What follows belongs to an exercise in optimizing a design on an open flow for small area, a short achievable clock period and few clock cycles; a production flow would make more cautious choices. In this exercise RTL edits were held to simulation tests only and were not proved equivalent to the original. No activity file was given, so power comes from the tool's default toggle rates.

==> inputs of try-garnet <==
==> flow/design.v (excerpt) <==
module gather_along_axis_address_gen #(
  parameter int RANK           = 4,
  parameter int AXIS_SIZE_BITS = 16
) (
  input  logic                  clk,
  input  logic                  rst_n,
  input  logic                  cfg_we,
  input  logic [CFG_IDX_W-1:0]  cfg_index,
  input  logic [CFG_W-1:0]      cfg_wdata,
  input  logic                  in_tvalid,
  output logic                  in_tready,
  input  logic [DATA_W-1:0]     in_tdata,    
  output logic                  out_tvalid,
  input  logic                  out_tready,
  output logic [2*DATA_W-1:0]   out_tdata,   
  output logic                  out_tlast
);
  logic             wr0, wr1, wr2, cfg_hit, rewind;
  logic [3:0][15:0] sz;      
  logic [3:0][15:0] mx;      
  logic [1:0]       g;       
  logic [1:0]       g_nxt;
  logic [31:0]      st1;     
  logic [47:0]      st0;     
  logic [3:0][15:0] wnz;     
  assign wr0     = cfg_we && (cfg_index == 2'd0);
  assign wr1     = cfg_we && (cfg_index == 2'd1);
  assign wr2     = cfg_we && (cfg_index == 2'd2);
  assign cfg_hit = wr0 || wr1 || wr2;
  assign g_nxt   = wr2 ? cfg_wdata[1:0] : g;
  always_comb begin
    for (int i = 0; i < 4; i++)
      wnz[i] = (cfg_wdata[16*i +: 16] == 16'd0) ? 16'd1 : cfg_wdata[16*i +: 16];
  end
  always_ff @(posedge clk) begin
    if (!rst_n) begin
      for (int i = 0; i < 4; i++) begin
        sz[i] <= 16'd1;
        mx[i] <= 16'd0;
      end
      g      <= 2'd0;
      rewind <= 1'b0;
    end else begin
      if (wr0) sz <= wnz;
      if (wr1) for (int i = 0; i < 4; i++) mx[i] <= wnz[i] - 16'd1;
      g      <= g_nxt;
      rewind <= cfg_hit;    
    end
  end
  logic en;
  ...
Settings: LEC_CHECK=0, CAP_MARGIN=20, CORE_MARGIN=2, CORE_UTILIZATION=60, SETUP_SLACK_MARGIN=5, SLEW_MARGIN=20; clock period 10.0 ns.
run.sh (not shown) runs the stock make flow with config.mk's settings and CLKGATE_MAP_FILE= SYNTH_SCRIPT=/design/flow/synth_recipe.tcl, a recipe that flattens the netlist after the stock synthesis.
==> inputs of try-nickel, as changes to try-garnet <==
CORE_UTILIZATION = 40   (was 60)
==> comparison <==
try-garnet went through all stages and came out clean. try-nickel completed with no timing, DRC or antenna violations.
In try-nickel the worst hold slack is higher than in try-garnet, by 1.9 ps.
Against try-garnet, the setup slack of try-nickel is better by 26 ps.
Of try-garnet and try-nickel, try-nickel has the higher register-to-register slack (gap 30 ps).
In area after synthesis, try-nickel and try-garnet do not differ.
In try-garnet the critical path depth is lower than in try-nickel, by 2.
In synthesized cell count, try-nickel and try-garnet do not differ.
Clock skew: try-garnet is lower than try-nickel (40 ps).
==> figures <==
Setup ws final: try-nickel 4830 ps; try-garnet 4800 ps
Seq area share: try-nickel 0.250; try-garnet 0.253
Storage cell area: try-nickel 0.0172 sq mm; try-garnet 0.0172 sq mm
CTS Buf Count: try-nickel 89; try-garnet 87
Final design instance area without fill: try-nickel 0.0690 sq mm; try-garnet 0.0682 sq mm
Core area: try-nickel 0.150 sq mm; try-garnet 0.100 sq mm
Layout buffering overhead excluding clock cells: try-nickel 0.0518; try-garnet 0.0537
Grt met2 use: try-nickel 0.389; try-garnet 0.547
Post-CTS setup buffer count: try-nickel 28; try-garnet 26
Via count of the routed design: try-nickel 48700; try-garnet 49200
Status: try-nickel finished clean; try-garnet finished clean
Final core occ: try-nickel 0.460; try-garnet 0.682
Proportion of power drawn by flip-flops and latches: try-nickel 0.280; try-garnet 0.285
Fraction of layout cells with a size suffix above 1: try-nickel 0.0748; try-garnet 0.0779
Share of cell area taken by multi-input logic gates: try-nickel 0.576; try-garnet 0.584
Weighted congestion reported at the end of routability-driven placement: try-nickel 0.902; try-garnet 1.00
Testbench counts of try-garnet, summed over its fixed seeds: cycles 10,978.
Testbench counts of try-nickel, summed over its fixed seeds: cycles 10,978.

---

==> inputs of job 8738 <==
gather_along_axis_address_gen, a different RTL version from the one above (not shown whole).
## gather_along_axis_address_gen
module gather_along_axis_address_gen #(
  parameter int RANK           = 4,
  parameter int AXIS_SIZE_BITS = 16
) (
  input  logic                  clk,
  input  logic                  rst_n,
  input  logic                  cfg_we,
  input  logic [CFG_IDX_W-1:0]  cfg_index,
  input  logic [CFG_W-1:0]      cfg_wdata,
  input  logic                  in_tvalid,
  output logic                  in_tready,
  input  logic [DATA_W-1:0]     in_tdata,    
  output logic                  out_tvalid,
  input  logic                  out_tready,
  output logic [2*DATA_W-1:0]   out_tdata,   
  output logic                  out_tlast
);
Settings: LEC_CHECK=0, CAP_MARGIN=20, CORE_MARGIN=2, CORE_UTILIZATION=40, SETUP_SLACK_MARGIN=5, SLEW_MARGIN=20; clock period 10.0 ns.
==> inputs of job 6130, as changes to job 8738 <==
--- a/flow/design.v
+++ b/flow/design.v
@@ -1874,28 +1874,23 @@
       end
     end
     if (ld[0]) p0 <= p0_d;
     if (ld[1]) p1 <= p1_d;
     if (ld[2]) p2 <= p2_d;
   end
   logic [63:0] osum;
-  logic [47:0] sg;         
+  logic [3:0]  sel;
+  logic [47:0] sg;
   always_ff @(posedge clk) begin
-    if (wr0)                    sg <= {32'd0, wnz[3]};       
-    else if (m_t1)              sg <= {16'd0, osum[31:0]};   
-    else if (m_t2 && g == 2'd0) sg <= osum[47:0];            
-    else begin
-      unique case (g)
-        2'd0:    sg <= st0;
-        2'd1:    sg <= {16'd0, st1};
-        2'd2:    sg <= {32'd0, sz[3]};
-        default: sg <= 48'd1;
-      endcase
-    end
+    if (wr0)       sel <= 4'b0100;
+    else if (m_t1) sel <= 4'b0010;
+    else           sel <= 4'b0001 << g_nxt;
   end
+  assign sg = ({48{sel[0]}} & st0) | ({48{sel[1]}} & {16'd0, st1})
+            | ({48{sel[2]}} & {32'd0, sz[3]}) | {47'd0, sel[3]};
   logic [63:0] cs_s, cs_c;
   gaag_mulcs u_mul (
     .one  (a0_e[7:0]),
     .two  (a0_e[15:8]),
     .neg  (a0_e[23:16]),
     .one8 (a0_e[24]),
     .b    (sg),
CTS_CLUSTER_DIAMETER = 200   (was default)
CTS_CLUSTER_SIZE = 12   (was default)
==> results.txt <==
Against job 8738, the synthesized cell count of job 6130 is lower by about 3.6%. Between job 8738 and job 6130, the lower sequential share of layout area is in job 6130 (gap 0.17 points). Maximum frequency: job 6130 is larger than job 8738 (about 0.7%). In job 8738 the final area is higher than in job 6130, by 4.0%. Against job 6130, the global-route usage of job 8738 is higher by 1.3 points. Between job 6130 and job 8738, the lower hold slack is in job 8738 (gap 0.0028 ns). Against job 6130, the count of clock-buffer cells in the layout of job 8738 is higher by 13. Of job 8738 and job 6130, job 8738 has the higher die area (gap 3.0%, measured against job 6130).
==> figures <==
Result of the run: job 6130 timing/DRC/antenna clean; job 8738 timing/DRC/antenna clean
Post-CTS Setup Bufs: job 6130 4; job 8738 1
Hold slack: job 6130 0.425 ns; job 8738 0.423 ns
ClkCell Share: job 6130 3.08%; job 8738 4.45%
Cts bufs inserted: job 6130 71; job 8738 93
Count of fill cells added during filler insertion: job 6130 14415; job 8738 14669
NonClk Buf Share: job 6130 4.91%; job 8738 4.62%
Num sequential: job 6130 737; job 8738 781
Aggregate global-route resource usage: job 6130 25.2%; job 8738 26.5%
Psw: job 6130 6.12 mW; job 8738 7.59 mW
Source of the worst register-to-register timing path: job 6130 a0_e[20]$_DFFE_PP_; job 8738 a0_e[21]$_DFFE_PP_
Hold Crit Start: job 6130 m_last$_DFFE_PP_; job 8738 blk_a[0]$_SDFF_PN0_
Source-to-sink clock delay at the later pin of the worst-skew pair: job 6130 0.69 ns; job 8738 0.72 ns
Post-synthesis adder-cell area fraction: job 6130 21.6%; job 8738 20.9%
Crit-path slowest cell: job 6130 sky130_fd_sc_hd__nor2b_4; job 8738 sky130_fd_sc_hd__dlygate4sd2_1
Half-perimeter wire length after detailed placement: job 6130 143 mm; job 8738 154 mm
Leakage power: job 6130 25.2 nW; job 8738 26.7 nW
Testbench counts of job 8738, summed over its fixed seeds: cycles 10,978.
Testbench counts of job 6130, summed over its fixed seeds: cycles 10,978.

[static timing again, ports no longer ideal]
In the flow no input, the clock included, has a driving cell. The finished layouts below were timed again as built, in two steps. Step 1 sets driving cells, clkbuf_16 on the clock port and buf_2 on the other inputs (assumed; they add their load-dependent delay and slew). Step 2 adds t to the input delays and takes it off the output delays; t is the mean of the earliest and latest rising clock arrival at the registers after step 1. Input paths then give back, and output paths get back, about the clock's delay inside the block. a / b / c = ideal / step 1 / step 2; a / b = the first two.
run | shift t [ns] | slack for setup (ns) | worst setup path after step 2
try-garnet | 0.736 | 4.802 / 4.802 / 4.444 | input to register
try-nickel | 0.782 | 4.828 / 4.828 / 4.329 | input to register
job 8738 | 0.778 | 5.013 / 4.991 / 4.350 | input to register
job 6130 | 0.756 | 5.049 / 5.027 / 4.412 | input to register
After both steps every run listed still meets setup and hold. The setup slack of job 8738, which loses most, moves by -0.022 ns with the drivers and by -0.663 ns with both steps.
